From an optimization exercise on the open Yosys and OpenROAD flow, aimed at small area; shortcuts taken in it are not production practice. Only simulation tests tie the RTL to the original design; equivalence was not proved. Power figures rest on the tool's default switching activity, not on a simulated workload.

## shooter_top
module shooter_top #(
	parameter int TICK_CYCLES = 64,
	parameter int BULLET_SLOTS = 20,
	parameter int ENEMY_SLOTS = 8
) (
	input  logic                   CLK,
	input  logic                   RESET,
	input  logic                   fire,
	input  logic                   rotate_cw,
	input  logic                   rotate_ccw,
	input  logic                   weapon_switch,
	output shooter_pkg::heading_t  heading,
	output logic [1:0] weapon,
	output shooter_pkg::bcd_score_t score_bcd,
	output logic                   kill,
	output logic [1:0]  kill_type,
	output logic                   step_done
);
	logic       fire_pending;
	logic       fire_take;
	logic [5:0] tick_cnt;
	logic       started;
	logic       probe_valid;
	logic [3:0] probe_heading;
	logic [8:0] probe_dist;
	logic [1:0] probe_weapon;
	logic       hit;
	pilot_controls u_pilot_controls (
		.CLK(CLK), .RESET(RESET),
		.fire(fire), .rotate_cw(rotate_cw), .rotate_ccw(rotate_ccw),
		.weapon_switch(weapon_switch), .fire_take(fire_take),
		.heading(heading), .weapon(weapon), .fire_pending(fire_pending)
	);
	step_sequencer u_step_sequencer (
		.CLK(CLK), .RESET(RESET),
		.tick_cnt(tick_cnt), .started(started), .step_done(step_done)
	);
	assign fire_take = started && (tick_cnt == 6'd0) && fire_pending;
	bullet_pool u_bullet_pool (
		.CLK(CLK), .RESET(RESET), .tick_cnt(tick_cnt), .started(started),
		.fire_take(fire_take), .weapon(weapon), .heading(heading), .hit(hit),
		.probe_valid(probe_valid), .probe_heading(probe_heading),
  ...
==> module enemy_pool, before the edit <==
module enemy_pool
(
	input  logic       CLK,
	input  logic       RESET,
	input  logic [5:0] tick_cnt,
	input  logic       started,
	input  logic       probe_valid,
	input  logic [3:0] probe_heading,
	input  logic [8:0] probe_dist,
	input  logic [1:0] probe_weapon,
	output logic       hit,
	output logic       kill,
	output logic [1:0] kill_type
);
	localparam int N = 8;
	logic [17:0] ring [N];
	logic [15:0] lfsr;
	logic        spawned;
	logic [N-1:0] match;
	logic [N-1:0] sel;
	logic [4:0]   hcode;
	logic [3:0]   health;
	logic [3:0]   damage;
	logic [4:0]   newcode;
	logic [17:0]  wr;
	function automatic logic [1:0] code_type(logic [4:0] c);
		if (c[4])
			code_type = 2'd3;
		else if (!c[3])
			code_type = 2'd0;
		else if (!c[2])
			code_type = 2'd1;
		else
			code_type = 2'd2;
	endfunction
	function automatic logic [3:0] code_health(logic [4:0] c);
		if (c[4])
			code_health = c[3:0];
		else if (!c[3])
			code_health = {1'b0, c[2:0]};
		else
			code_health = {2'b00, c[1:0]};
	endfunction
	function automatic logic [4:0] spawn_code(logic [1:0] t);
		case (t)
			2'd0:    spawn_code = 5'b00110;
			2'd1:    spawn_code = 5'b01011;
			2'd2:    spawn_code = 5'b01110;
			default: spawn_code = 5'b11111;
		endcase
	endfunction
	function automatic logic [3:0] enemy_speed(logic [1:0] t);
		case (t)
			2'd0:    enemy_speed = 4'd3;
			2'd1:    enemy_speed = 4'd4;
			2'd2:    enemy_speed = 4'd5;
			default: enemy_speed = 4'd1;
		endcase
	endfunction
	function automatic logic [8:0] range_of(logic [3:0] h);
		if (h[1:0] == 2'b00)
			range_of = 9'd240;
		else if (!h[0])
			range_of = 9'd340;
		else
			range_of = 9'd260;
	endfunction
	function automatic logic le9(logic [8:0] a, logic [8:0] b);
		logic gt;
		gt = 1'b0;
		for (int i = 0; i < 9; i++)
			gt = (a[i] & ~b[i]) | (a[i] & gt) | (~b[i] & gt);
		le9 = ~gt;
	endfunction
	always_comb begin
		logic [2:0] start;
		logic       found;
		start = 3'(-tick_cnt[2:0]);    
		for (int p = 0; p < N; p++)
			match[p] = probe_valid && (ring[p][17:13] != 5'd0) &&
				(ring[p][12:9] == probe_heading) && le9(ring[p][8:0], probe_dist);
		begin
			logic [N-1:0] hi;
			logic [N-1:0] pick;
			for (int i = 0; i < N; i++)
				hi[i] = match[i] && (3'(i) >= start);
			pick = (hi != '0) ? hi : match;
			for (int i = 0; i < N; i++) begin
				sel[i] = pick[i];
				for (int j = 0; j < i; j++)
					if (pick[j])
						sel[i] = 1'b0;
			end
			found = (match != '0);
		end
		hit = found;
		hcode = '0;
		for (int p = 0; p < N; p++)
			if (sel[p])
				hcode = hcode | ring[p][17:13];
	end
	always_comb begin
		case (probe_weapon)
			2'd0:    damage = 4'd2;
			2'd1:    damage = 4'd3;
			default: damage = 4'd9;
		endcase
	end
	assign health = code_health(hcode);
	assign kill = hit && (damage >= health);
	assign kill_type = code_type(hcode);
	assign newcode = kill ? 5'd0 : 5'(hcode - {1'b0, damage});
	logic pass;
	assign pass = (tick_cnt[5:3] == 3'd3);    
	always_comb begin
		logic       spawn;
		logic [4:0] c;
		logic [3:0] h;
		logic [8:0] d;
		spawn = pass && (ring[0][17:13] == 5'd0) && !spawned;
		c = spawn ? spawn_code(lfsr[5:4]) : ring[0][17:13];
		h = spawn ? lfsr[3:0] : ring[0][12:9];
		d = spawn ? range_of(lfsr[3:0]) : ring[0][8:0];
		wr = {(pass && d < 9'd15) ? 5'd0 : c, h,
			9'(d - (pass ? {5'd0, enemy_speed(code_type(c))} : 9'd0))};
	end
	always_ff @(posedge CLK) begin
		for (int p = 0; p < N - 1; p++) begin
			ring[p] <= ring[p + 1];
			if (sel[p + 1])
				ring[p][17:13] <= newcode;
		end
		if (sel[0])
			ring[N - 1] <= {newcode, ring[0][12:0]};
		else if (!started && !tick_cnt[5] && !pass)
			ring[N - 1] <= {5'd0, ring[0][12:0]};
		else
			ring[N - 1] <= wr;
	end
	always_ff @(posedge CLK) begin
		if (tick_cnt == 6'd23)
			spawned <= 1'b0;
		else if (pass && ring[0][17:13] == 5'd0)
			spawned <= 1'b1;
	end
	always_ff @(posedge CLK) begin
		if (RESET)
			lfsr <= 16'hace1;
		else if (tick_cnt == 6'd31)
			lfsr <= {lfsr[14:0], lfsr[15] ^ lfsr[13] ^ lfsr[12] ^ lfsr[10]};
	end
endmodule
export LEC_CHECK = 0
export CAP_MARGIN = 20
export CORE_MARGIN = 2
export CORE_UTILIZATION = 60
export CTS_BUF_LIST = sky130_fd_sc_hd__clkbuf_4
export CTS_CLUSTER_DIAMETER = 40
export CTS_CLUSTER_SIZE = 10
export SLEW_MARGIN = 20
export SYNTH_HIERARCHICAL = 1
create_clock -name core_clock -period 20.0 [get_ports {CLK}]
standard.sh (not shown) runs the stock make flow with config.mk's settings and CLKGATE_MAP_FILE= SYNTH_SCRIPT=/design/flow/synth_recipe.tcl, a recipe that flattens the netlist after the stock synthesis.
==> flow/flow/run.sh <==
#!/bin/bash
# The standard layout with two changes: clock tree synthesis adds no dummy
# loads, and the port buffers are the smallest buffer. CTS_ARGS repeats
# config.mk's CTS_* values, which it replaces.
set -euo pipefail
export CTS_ARGS="-sink_clustering_enable -repair_clock_nets -sink_clustering_size 10 -sink_clustering_max_diameter 40 -buf_list sky130_fd_sc_hd__clkbuf_4 -dont_use_dummy_load"
export BUFFER_PORTS_ARGS="-buffer_cell sky130_fd_sc_hd__buf_1"
bash standard.sh > standard_flow.log 2>&1
Change:
--- a/flow/design.v
+++ b/flow/design.v
@@ -350,38 +350,39 @@
 		endcase
 	end
 	assign health = code_health(hcode);
 	assign kill = hit && (damage >= health);
 	assign kill_type = code_type(hcode);
 	assign newcode = kill ? 5'd0 : 5'(hcode - {1'b0, damage});
-	logic pass;
-	assign pass = (tick_cnt[5:3] == 3'd3);    
 	always_comb begin
 		logic       spawn;
 		logic [4:0] c;
 		logic [3:0] h;
 		logic [8:0] d;
-		spawn = pass && (ring[0][17:13] == 5'd0) && !spawned;
+		spawn = (ring[0][17:13] == 5'd0) && !spawned;
 		c = spawn ? spawn_code(lfsr[5:4]) : ring[0][17:13];
 		h = spawn ? lfsr[3:0] : ring[0][12:9];
 		d = spawn ? range_of(lfsr[3:0]) : ring[0][8:0];
-		wr = {(pass && d < 9'd15) ? 5'd0 : c, h,
-			9'(d - (pass ? {5'd0, enemy_speed(code_type(c))} : 9'd0))};
+		wr = {(d < 9'd15) ? 5'd0 : c, h, 9'(d - {5'd0, enemy_speed(code_type(c))})};
 	end
+	logic pass;
+	assign pass = (tick_cnt[5:3] == 3'd3);    
 	always_ff @(posedge CLK) begin
 		for (int p = 0; p < N - 1; p++) begin
 			ring[p] <= ring[p + 1];
 			if (sel[p + 1])
 				ring[p][17:13] <= newcode;
 		end
 		if (sel[0])
 			ring[N - 1] <= {newcode, ring[0][12:0]};
-		else if (!started && !tick_cnt[5] && !pass)
+		else if (pass)
+			ring[N - 1] <= wr;
+		else if (!started && !tick_cnt[5])
 			ring[N - 1] <= {5'd0, ring[0][12:0]};
 		else
-			ring[N - 1] <= wr;
+			ring[N - 1] <= ring[0];
 	end
 	always_ff @(posedge CLK) begin
 		if (tick_cnt == 6'd23)
 			spawned <= 1'b0;
 		else if (pass && ring[0][17:13] == 5'd0)
 			spawned <= 1'b1;
Outcome: Cell area is about the same. Sequential power came out higher by about 0.6%. Synthesized cell count came out higher by 0.51%. Worst hold slack is worse by 0.016 ns. Non-clock buffer count came out higher by 2. Via count hardly moves. Maximum frequency came out lower by 2.4%. Worst setup slack is worse by 0.36 ns. Critical path depth came out lower by 1. Sequential share of layout area is about the same. Area after synthesis barely changes. Utilization hardly moves. Wire length came out lower by 0.41%.

static timing again, ports no longer ideal:
How much do the figures lean on ideal ports? The routed layouts below were timed once more, with nothing changed but the port constraints.
Step 1 (the two cells are an assumption about what drives the block):
set clk [get_ports {CLK}]
set_driving_cell -lib_cell sky130_fd_sc_hd__clkbuf_16 $clk
set_driving_cell -lib_cell sky130_fd_sc_hd__buf_2 [delete_from_list [all_inputs] $clk]
Step 2 moves the port delays by t, midway between the first and last clock arrival at a register: inputs arrive t later, outputs are due t later. That takes back most of the time a late clock gives input paths.
Slacks: ideal ports / drivers / drivers and shift; pairs: ideal ports / drivers.
run	shift t [ns]	setup slack, ns	worst setup path at the end	pins driven straight from the clock port
the first run	0.723	5.093 / 5.047 / 5.769	register to output	1
the second run	0.732	4.730 / 4.689 / 5.309	register to register	1
After both steps every run listed still meets setup and hold.
